Context: an optimization exercise on an open-source flow, tuned for small area, a short achievable clock period and few clock cycles per item. The choices shown serve that exercise and are no tape-out recipe.
Function was not checked in any run shown here: the RTL went through the layout flow alone.
Power figures rest on the tool's default switching activity, not on a simulated workload.

==> flow/design.v, too long to show whole: its modules and the start of the top module <==
// module csa_fa: 9 lines
// module csa_ha: 8 lines
// module binary_neuron: 966 lines
module binary_neuron (
    input  logic                    clk,
    input  logic                    reset,
    input  logic                    in_valid,
    output logic                    in_ready,
    input  logic [320:0]            in_req,
    output logic                    out_valid,
    input  logic                    out_ready,
    output logic [9:0]              out_sum
);
  // ...
==> flow/flow/run.sh <==
#!/bin/bash
# The standard layout (standard.sh: ORFS synthesis to final layout), with
# two changes:
#  - the input and output ports are buffered with the smallest buffer,
#    sky130_fd_sc_hd__buf_1, instead of the cell buffer_ports picks by default
#    (clkdlybuf4s50_1); later repair steps may still resize them;
#  - clock tree synthesis adds no dummy loads to the clock tree.
set -euo pipefail
export BUFFER_PORTS_ARGS="-buffer_cell sky130_fd_sc_hd__buf_1"
export CTS_ARGS="-sink_clustering_enable -repair_clock_nets -buf_list sky130_fd_sc_hd__clkbuf_8 -dont_use_dummy_load"
bash standard.sh > standard_flow.log 2>&1
==> flow/standard.sh <==
#!/bin/bash
# synth_recipe.tcl (not shown) runs the flow's synth.tcl, then flattens the netlist and writes it again
# the make line also repeats each setting of config.mk as NAME=value (left out here)
make -C /OpenROAD-flow-scripts/flow DESIGN_CONFIG=/design/flow/config.mk WORK_HOME=/design/flow/orfs CLKGATE_MAP_FILE= SYNTH_SCRIPT=/design/flow/synth_recipe.tcl "${@:-finish}"
==> flow/config.mk <==
export PLATFORM = sky130hd
export DESIGN_NAME = binary_neuron
export DESIGN_NICKNAME = binary_neuron
export VERILOG_FILES = /design/flow/design.v
export SDC_FILE = /design/flow/constraint.sdc
export NUM_CORES = 4
export LEC_CHECK = 0
export CAP_MARGIN = 20
export CORE_MARGIN = 2
export CORE_UTILIZATION = 40
export CTS_BUF_LIST = sky130_fd_sc_hd__clkbuf_8
export SLEW_MARGIN = 20
export SYNTH_HIERARCHICAL = 1
export SYNTH_MINIMUM_KEEP_SIZE = 0
==> flow/constraint.sdc <==
create_clock -name core_clock -period 6.0 [get_ports {clk}]
set_input_delay 1.2000 -clock core_clock [delete_from_list [all_inputs] [get_ports {clk}]]
set_output_delay 1.2000 -clock core_clock [all_outputs]
set_load 0.01 [all_outputs]
==> out/qor.txt, run 1 <==
# rows: 69
WL final: 34.66 mm
combinational fraction of design power: 0.521
clk pwr: 1150 uW
cells on worst reg2reg path: 4
input/output buffers: 336
total gr overflow: 0
endpoints failing hold: 0
Stages on worst setup path: 6
outcome: timing/DRC/antenna clean
Design Power: 8409 uW
CP Cell Sequence: buf_1 -> nor2_1 -> nor2_1 -> xor2_1 -> fa_1 -> fa_1
Comb group: 4380 uW
crit-path leading delay family: adder cells
Vias/cell: 4.626
Metal-1 WL: 13.77 mm
DR pass1 iterations: 4
Num CTS Buffers: 40
Yosys top cell by area: fa_1
CP max FO: 4
number of cells on the worst hold path: 0
Met2 Wirelength: 18.74 mm
most frequent cell after synthesis: fa_1
gpl congestion: 0.8272
Die Y: 194.0 um
min cycle time layout: 2530 ps
Synth Area in XOR/XNOR: 0.1207
final setup fails: 0
RR Endpoint: r2_s387
met3 Use GR: 0.02922
fill cell count: 3351
GRT met2 Usage: 0.3505
Worst R2R Start: r1_s311
die width: 194.0 um
Pwr top: combinational logic
==> inputs of run 2 (changes only) <==
--- a/flow/design.v
+++ b/flow/design.v
@@ -215,18 +215,18 @@
     wire q3_61 = ~(in_req[76] ^ (~in_req[3] & (in_req[73] | in_req[74] | in_req[75])));
     wire p1_62 = in_req[70] ^ (~in_req[2] & in_req[69]);
     wire p2_62 = in_req[71] ^ (~in_req[2] & (in_req[69] | in_req[70]));
     wire q3_62 = ~(in_req[72] ^ (~in_req[2] & (in_req[69] | in_req[70] | in_req[71])));
     wire p1_63 = in_req[66] ^ (~in_req[1] & in_req[65]);
     wire p2_63 = in_req[67] ^ (~in_req[1] & (in_req[65] | in_req[66]));
     wire q3_63 = ~(in_req[68] ^ (~in_req[1] & (in_req[65] | in_req[66] | in_req[67])));
     logic r1_s39, r1_s41, r1_s43, r1_s45, r1_s47, r1_s49, r1_s51, r1_s53, r1_s55, r1_s107, r1_c44, r1_c46, r1_c48, r1_c50, r1_c52, r1_c54, r1_c56, r1_s109, r1_s111, r1_s113, r1_s115, r1_s117, r1_s119, r1_s121, r1_s123, r1_s125, r1_s127, r1_s129, r1_s131, r1_s133, r1_s135, r1_c110, r1_c112, r1_c114, r1_c116, r1_c118, r1_c120, r1_c122, r1_c124, r1_c126, r1_c128, r1_c130, r1_c132, r1_c134, r1_c136, r1_s203, r1_s205, r1_s207, r1_s209, r1_s211, r1_s213, r1_s215, r1_s217, r1_s219, r1_s221, r1_s223, r1_s225, r1_s227, r1_s229, r1_s231, r1_s311, r1_s313, r1_c204, r1_c206, r1_c208, r1_c210, r1_c212, r1_c214, r1_c216, r1_c218, r1_c220, r1_c222, r1_c224, r1_c226, r1_c228, r1_c230, r1_c232, r1_s315, r1_s317, r1_s319, r1_s321, r1_s323, r1_s325, r1_s327, r1_s329, r1_s331, r1_s333, r1_s335, r1_s337, r1_s339, r1_s341, r1_c314, r1_c316, r1_c318, r1_c320, r1_c322, r1_c324, r1_c326, r1_c328, r1_c330, r1_c332, r1_c334, r1_c336, r1_c338, r1_c340, r1_c342, r1_s393, r1_s395, r1_s397, r1_s399, r1_s401, r1_s403, r1_s405, r1_c394, r1_c396, r1_c398, r1_c400, r1_c402, r1_c404, r1_c406;
-    logic r2_s265, r2_s267, r2_s269, r2_c270, r2_s383, r2_s385, r2_s387, r2_s437, r2_s439, r2_c384, r2_c386, r2_s441, r2_c388, r2_s443, r2_s465, r2_c440, r2_s467, r2_c442, r2_s469, r2_c444, r2_s471, r2_c468, r2_s485, r2_c470, r2_c472, r2_s487, r2_c488, r2_s497, r2_c498, r2_s63, r2_s157, r2_s159;
-    logic r3_s477, r3_c452, r3_s479, r3_c478, r3_s493, r3_c480, r3_c492, r3_s499, r3_c494, r3_c498, r3_c500, r3_s63, r3_s157, r3_s271, r3_s391, r3_s451, r3_s159;
+    logic r2_s265, r2_s267, r2_s269, r2_c270, r2_s383, r2_s385, r2_s387, r2_s437, r2_s439, r2_c384, r2_c386, r2_s441, r2_c388, r2_s443, r2_c442, r2_s469, r2_c444, r2_s471, r2_s473, r2_c468, r2_s485, r2_c470, r2_c472, r2_s487, r2_c474, r2_c488, r2_s497, r2_c498, r2_s63, r2_s157, r2_s159;
+    logic r3_s477, r3_c452, r3_s479, r3_c478, r3_s493, r3_c480, r3_c492, r3_s499, r3_c494, r3_s63, r3_s157, r3_s271, r3_s391, r3_s451, r3_s503, r3_c504, r3_s159;
     wire s1 = ~(in_req[317] ^ in_req[313]);
     wire c2 = in_req[317] | in_req[313];
     wire s3, c4;
     csa_fa u_s3 (.a(in_req[309]), .b(in_req[305]), .c(in_req[301]), .s(s3), .co(c4));
     wire s5, c6;
     csa_fa u_s5 (.a(in_req[297]), .b(in_req[293]), .c(in_req[289]), .s(s5), .co(c6));
     wire s7, c8;
     csa_fa u_s7 (.a(in_req[285]), .b(in_req[281]), .c(in_req[277]), .s(s7), .co(c8));
@@ -690,48 +690,48 @@
     csa_fa u_s465 (.a(c424), .b(c426), .c(s457), .s(s465), .co(c466));
     wire s467, c468;
     csa_fa u_s467 (.a(c428), .b(c430), .c(c432), .s(s467), .co(c468));
     wire s469, c470;
     csa_fa u_s469 (.a(s459), .b(s461), .c(s463), .s(s469), .co(c470));
     wire s471, c472;
     csa_fa u_s471 (.a(c434), .b(c436), .c(c438), .s(s471), .co(c472));
     wire s473, c474;
-    csa_fa u_s473 (.a(r2_s465), .b(r2_c440), .c(r2_s467), .s(s473), .co(c474));
+    csa_fa u_s473 (.a(s465), .b(c440), .c(s467), .s(s473), .co(c474));
     wire s475, c476;
     csa_fa u_s475 (.a(r2_c442), .b(r2_s469), .c(r2_c444), .s(s475), .co(c476));
     wire s477, c478;
-    csa_fa u_s477 (.a(r2_s471), .b(s473), .c(c446), .s(s477), .co(c478));
+    csa_fa u_s477 (.a(r2_s471), .b(r2_s473), .c(c446), .s(s477), .co(c478));
     wire s479, c480;
     csa_fa u_s479 (.a(c448), .b(s475), .c(c450), .s(s479), .co(c480));
     wire s481, c482;
     csa_fa u_s481 (.a(r3_s477), .b(r3_c452), .c(r3_s479), .s(s481), .co(c482));
     wire s483 = ~(c454 ^ c456);
     wire c484 = c454 | c456;
     wire s485, c486;
     csa_fa u_s485 (.a(c458), .b(c460), .c(c462), .s(s485), .co(c486));
     wire s487, c488;
     csa_fa u_s487 (.a(s483), .b(c464), .c(c466), .s(s487), .co(c488));
     wire s489, c490;
     csa_fa u_s489 (.a(r2_c468), .b(r2_s485), .c(r2_c470), .s(s489), .co(c490));
     wire s491, c492;
-    csa_fa u_s491 (.a(r2_c472), .b(r2_s487), .c(c474), .s(s491), .co(c492));
+    csa_fa u_s491 (.a(r2_c472), .b(r2_s487), .c(r2_c474), .s(s491), .co(c492));
     wire s493, c494;
     csa_fa u_s493 (.a(s489), .b(c476), .c(s491), .s(s493), .co(c494));
     wire s495, c496;
     csa_fa u_s495 (.a(r3_c478), .b(r3_s493), .c(r3_c480), .s(s495), .co(c496));
     wire s497 = ~(c484 ^ c486);
     wire c498 = c484 | c486;
     wire s499, c500;
     csa_fa u_s499 (.a(r2_c488), .b(r2_s497), .c(c490), .s(s499), .co(c500));
     wire s501, c502;
     csa_fa u_s501 (.a(r3_c492), .b(r3_s499), .c(r3_c494), .s(s501), .co(c502));
-    wire s503 = ~(r3_c498 ^ r3_c500);
-    wire c504 = r3_c498 | r3_c500;
-    wire [9:0] row_a = {c504, s503, s501, s495, s481, r3_s451, r3_s391, r3_s271, r3_s157, r3_s63};
+    wire s503 = ~(r2_c498 ^ c500);
+    wire c504 = r2_c498 | c500;
+    wire [9:0] row_a = {r3_c504, r3_s503, s501, s495, s481, r3_s451, r3_s391, r3_s271, r3_s157, r3_s63};
     wire [9:0] row_b = {1'b0, c502, c496, c482, 1'b0, 1'b0, 1'b0, 1'b0, r3_s159, 1'b0};
     wire [9:0] total = row_a + row_b;
     logic         accept, pop;
     logic [4:0] pending, pending_next;
     assign accept = in_valid && in_ready;
     assign pop    = out_valid && out_ready;
     always_comb begin
         case ({accept, pop})
@@ -889,28 +889,27 @@
         r2_s387 <= s387;
         r2_s437 <= s437;
         r2_s439 <= s439;
         r2_c384 <= c384;
         r2_c386 <= c386;
         r2_s441 <= s441;
         r2_c388 <= c388;
         r2_s443 <= s443;
-        r2_s465 <= s465;
-        r2_c440 <= c440;
-        r2_s467 <= s467;
         r2_c442 <= c442;
         r2_s469 <= s469;
         r2_c444 <= c444;
         r2_s471 <= s471;
+        r2_s473 <= s473;
         r2_c468 <= c468;
         r2_s485 <= s485;
         r2_c470 <= c470;
         r2_c472 <= c472;
         r2_s487 <= s487;
+        r2_c474 <= c474;
         r2_c488 <= c488;
         r2_s497 <= s497;
         r2_c498 <= c498;
         r2_s63 <= s63;
         r2_s157 <= s157;
         r2_s159 <= s159;
     end
     always_ff @(posedge clk) begin
@@ -918,23 +917,23 @@
         r3_c452 <= c452;
         r3_s479 <= s479;
         r3_c478 <= c478;
         r3_s493 <= s493;
         r3_c480 <= c480;
         r3_c492 <= c492;
         r3_s499 <= s499;
         r3_c494 <= c494;
-        r3_c498 <= r2_c498;
-        r3_c500 <= c500;
         r3_s63 <= r2_s63;
         r3_s157 <= r2_s157;
         r3_s271 <= s271;
         r3_s391 <= s391;
         r3_s451 <= s451;
+        r3_s503 <= s503;
+        r3_c504 <= c504;
         r3_s159 <= r2_s159;
     end
     logic [9:0]      q_data [0:3];
     logic [3:0]    q_wr, q_rd, q_occ;
     logic [9:0]      q_head;
     logic            q_empty;
     logic            result;        
     logic            head_load;     
==> out/qor.txt, run 2 <==
Die Y: 193.8 um (was 194.0 um)
Hold Path Class: flop to flop (unchanged)
maximum achievable frequency: 386.5 MHz (was 395.3 MHz)
Worst R2R Start: r1_s311 (unchanged)
CTS tree: yes (unchanged)
depth of the CTS H-tree: 2 (unchanged)
Regs by FF count: q_data (40), out_sum (10), pending (5) (unchanged)
Syn Inst Count: 1178 (was 1183)
Critical Path Sink: r1_c232 (was r1_s231)
starting DRC count in detailed routing: 321 (was 318)
outcome: timing/DRC/antenna clean (unchanged)
core box area: 35480 um^2 (was 35570 um^2)
CP max stage cell: fa_1 (unchanged)
first-pass GRT wire length: 54.48 mm (was 54.23 mm)
CTS sink count: 240 (was 241)
Design Power: 8437 uW (was 8409 uW)
PD cells: 503.4 nW/um^2 (was 500.7 nW/um^2)
largest net degree at the start of global routing: 25 (unchanged)
synth-to-layout area growth: 16.35% (was 16.28%)
CP max FO: 4 (unchanged)
vias in the first global route: 10260 (was 10230)
final setup fails: 0 (unchanged)
simple-gate share of the synthesized area: 0.1180 (was 0.1187)
input/output buffers: 336 (unchanged)
min cycle time layout: 2587 ps (was 2530 ps)
initial core utilization: 0.4060 (was 0.4061)
Buf+Inv Stages, Crit Path: 1 (unchanged)
CP Launch Point: in_req[101] (unchanged)
DRT antenna net count: 0 (unchanged)
number of synthesized flops with an enable pin: 50 (unchanged)
Post-CTS Setup Bufs: 0 (unchanged)
CP Class: input port to flop (unchanged)
Synth Net Count: 1763 (was 1768)
vias: 9256 (was 9298)
top cell type's share of synthesized area: 0.3377 (was 0.3368)
setup TNS: 0 ps (unchanged)
share of layout cells above drive strength 1: 0.03109 (was 0.02970)
nets@finish: 2131 (was 2136)
slew at the pin closest to its max-slew limit: 862.3 ps (was 880.5 ps)
fill cell count: 3280 (was 3351)
# rows: 69 (unchanged)
Post-CTS Resized: 0 (unchanged)
most frequent cell after synthesis: fa_1 (unchanged)
Stages on worst setup path: 6 (unchanged)
area of the multi-input gates: 8932 um^2 (was 8950 um^2)
Clock Latency Late Sink: 530 ps (about the same)
Num CTS Buffers: 40 (unchanged)
crit-path leading delay family: adder cells (unchanged)
die area: 37550 um^2 (was 37650 um^2)
RSZ-0062 raised after global routing: false (unchanged)
Yosys top cell by area: fa_1 (unchanged)
Synth Area in Compound Gates: 0.02718 (was 0.02737)
CP required: 6360 ps (was 6380 ps)
initial antenna violation count: 0 (unchanged)
top_reg_cell synth: dfxtp_1 (unchanged)
Worst Skew: 38.05 ps (was 53.50 ps)
total I/O pin count: 337 (unchanged)
DRC: 0 (unchanged)
CP Cell Sequence: buf_1 -> nor2_1 -> nor2_1 -> xor2_1 -> fa_1 -> fa_1 (unchanged)
Synth Area in XOR/XNOR: 0.1210 (was 0.1207)
largest family of logic cells by synthesized area: adder cells (unchanged)
mux contribution to synthesized area: 0.001390 (was 0.001386)
GRT Total Usage: 0.1894 (was 0.1878)
Reg2Reg Setup Slack: 3480 ps (was 3500 ps)
Slew headroom: 0.4251 (was 0.4130)
top cells by count, synth: fa_1, nor2_1, dfxtp_1 (unchanged)
DR pass1 iterations: 4 (unchanged)
MaxCap Viol Count: 0 (unchanged)
syn_area_per_cell: 12.23 um^2 (was 12.21 um^2)
RR Endpoint: r2_s387 (unchanged)
period utilisation layout: 0.4312 (was 0.4216)
critical path capture point type: flop (unchanged)
CP Launch Type: input port (unchanged)
die width: 193.8 um (was 194.0 um)
Vias/cell: 4.612 (was 4.626)
WL final: 35.06 mm (was 34.66 mm)
cells on worst reg2reg path: 4 (unchanged)
Largest register FFs: 40 (unchanged)
commonest non-fill, non-tap cell in the layout: buf_1 (unchanged)
worst vdd ir: 0.4027 mV (was 0.3505 mV)
Cell variety after synth: 33 (was 32)
dpl hpwl: 30.60 mm (was 30.32 mm)
Critical Path AT: 2950 ps (was 2910 ps)
most frequent cells in the layout: buf_1, fa_1, nor2_1 (unchanged)
Max Slew Vio Count: 0 (unchanged)
slowest stage delay, CP: 570 ps (about the same)
gpl congestion: 0.8399 (was 0.8272)
top cells by area, synth: fa_1, dfxtp_1, edfxtp_1 (unchanged)
YS warnings: 8 (unchanged)
async set-reset flop share out of synthesis: 0 (unchanged)
post-synthesis sequential area ratio: 0.3682 (was 0.3687)
WL/cell: 17.47 um (was 17.25 um)
endpoints failing hold: 0 (unchanged)
cts hold-fix bufs: 0 (unchanged)
Post-Synth Adder-Cell Area: 0.3524 (was 0.3515)
P_leak: 0.006182 uW (was 0.006176 uW)
Yosys reg bits: 240 (was 241)
Biggest register: q_data (unchanged)
total gr overflow: 0 (unchanged)
Sequential Area: 5305 um^2 (was 5325 um^2)
Clock Tree Buf Depth: 3 (unchanged)
Reg clk slew, reported paths: 60 ps (about the same)
root buf cell: clkbuf_8 (unchanged)
cell area after synthesis: 14410 um^2 (was 14440 um^2)
==> run 2: cell type report <==
class,count,area share
clock buffers,40,0.03284
repair buffers,336,0.07524
flip-flops and latches,240,0.3165
inverters,35,0.007838
well taps,461,0.03441
multi-input cells,893,0.5329
diodes,2,0.0002986
==> run 2: per-stage QoR <==
stage | cell area [um^2] | setup WS [ps] | std cells | hold slack [ps] | util
after CTS | 16760 | 3336 | 2005 | 332.3 | 0.4723
after detailed placement | 16210 | 2807 | 1965 | 312.1 | 0.4568
after global placement | 16210 | 2858 | 1965 | 312.9 | 0.4568
final | 16760 | 3413 | 2007 | 331.7 | 0.4724
after floorplan | 14410 | 3337 | 1178 | 309.6 | -
after global routing | 16760 | 3268 | 2005 | 341.4 | 0.4723
==> run 2: worst reg2reg max path, delay by kind of cell (launching register included) <==
family | cells | cell delay (ps)
adders and majority gates | 4 | 2080
DFF | 1 | 330
==> run 2: cell families (layout without fill, tap and decap cells) <==
| logic type | after synthesis | count (layout) |
|---|---|---|
| AOI/OAI and AO/OA | 57 | 57 |
| xor gates and xnor gates | 199 | 199 |
| adders and majority gates | 260 | 260 |
| buffers and inverters | 45 | 411 |
| DFF | 240 | 240 |
| muxes | 2 | 2 |
| other | 0 | 2 |
| and+or+nand+nor | 375 | 375 |
==> run 2: per-module statistics from Yosys (local to each module, per instance) <==
| module | area [um^2] | times used |
|---|---|---|
| binary_neuron | 9542 | 1 |
| csa_fa | 20.02 | 243 |
==> run 2: worst min path at each step <==
stage	start	end	cells after the start
after floorplan	r2_s157	r3_s157	0
after global placement	r2_s157	r3_s157	0
after detailed placement	r2_s157	r3_s157	0
after CTS	r2_s159	r3_s159	0
after global routing	r2_s159	r3_s159	0
final	r2_s157	r3_s157	0
==> run 2: power by group <==
part / total (uW) / switching (uW) / leakage, uW / internal, uW
logic: 4420 / 2370 / 0.00384 / 2040
registers: 2870 / 361 / 0.00206 / 2510
clock network: 1150 / 562 / 0.000288 / 588
total: 8440 / 3300 / 0.00618 / 5140
==> run 2: routing by layer <==
layer / share of wire / up-vias / global-route usage
li1: - / 4477 / -
met4: 0.014 / 0 / 0.03930
met5: 0 / - / 0
met2: 0.54 / 244 / 0.3549
met1: 0.40 / 4500 / 0.2303
met3: 0.043 / 35 / 0.02748

[static timing again, ports no longer ideal]
The flow's constraints put no driver on any port. The routed layouts listed below were extracted and timed again, unchanged, in two steps. Step 1, drivers: a clkbuf_16 drives clk and a buf_2 each remaining input, both assumed. Step 2 adds t to the input delays and takes it off the output delays; t is the mean of the earliest and latest rising clock arrival at the registers after step 1. Input paths then give back, and output paths get back, about the clock's delay inside the block. a / b / c = ideal / step 1 / step 2; a / b = the first two.
run | shift t [ns] | setup slack, ns | worst setup path at the end | clock arrival spread, ns
run 1 | 0.543 | 3.470 / 3.483 / 2.940 | input to register | 0.054 / 0.054
run 2 | 0.555 | 3.413 / 3.431 / 2.876 | input to register | 0.043 / 0.044
After both steps setup and hold are still met in every run listed. The setup slack of run 2, which loses most, moves by +0.018 ns with the drivers and by -0.537 ns with both steps.
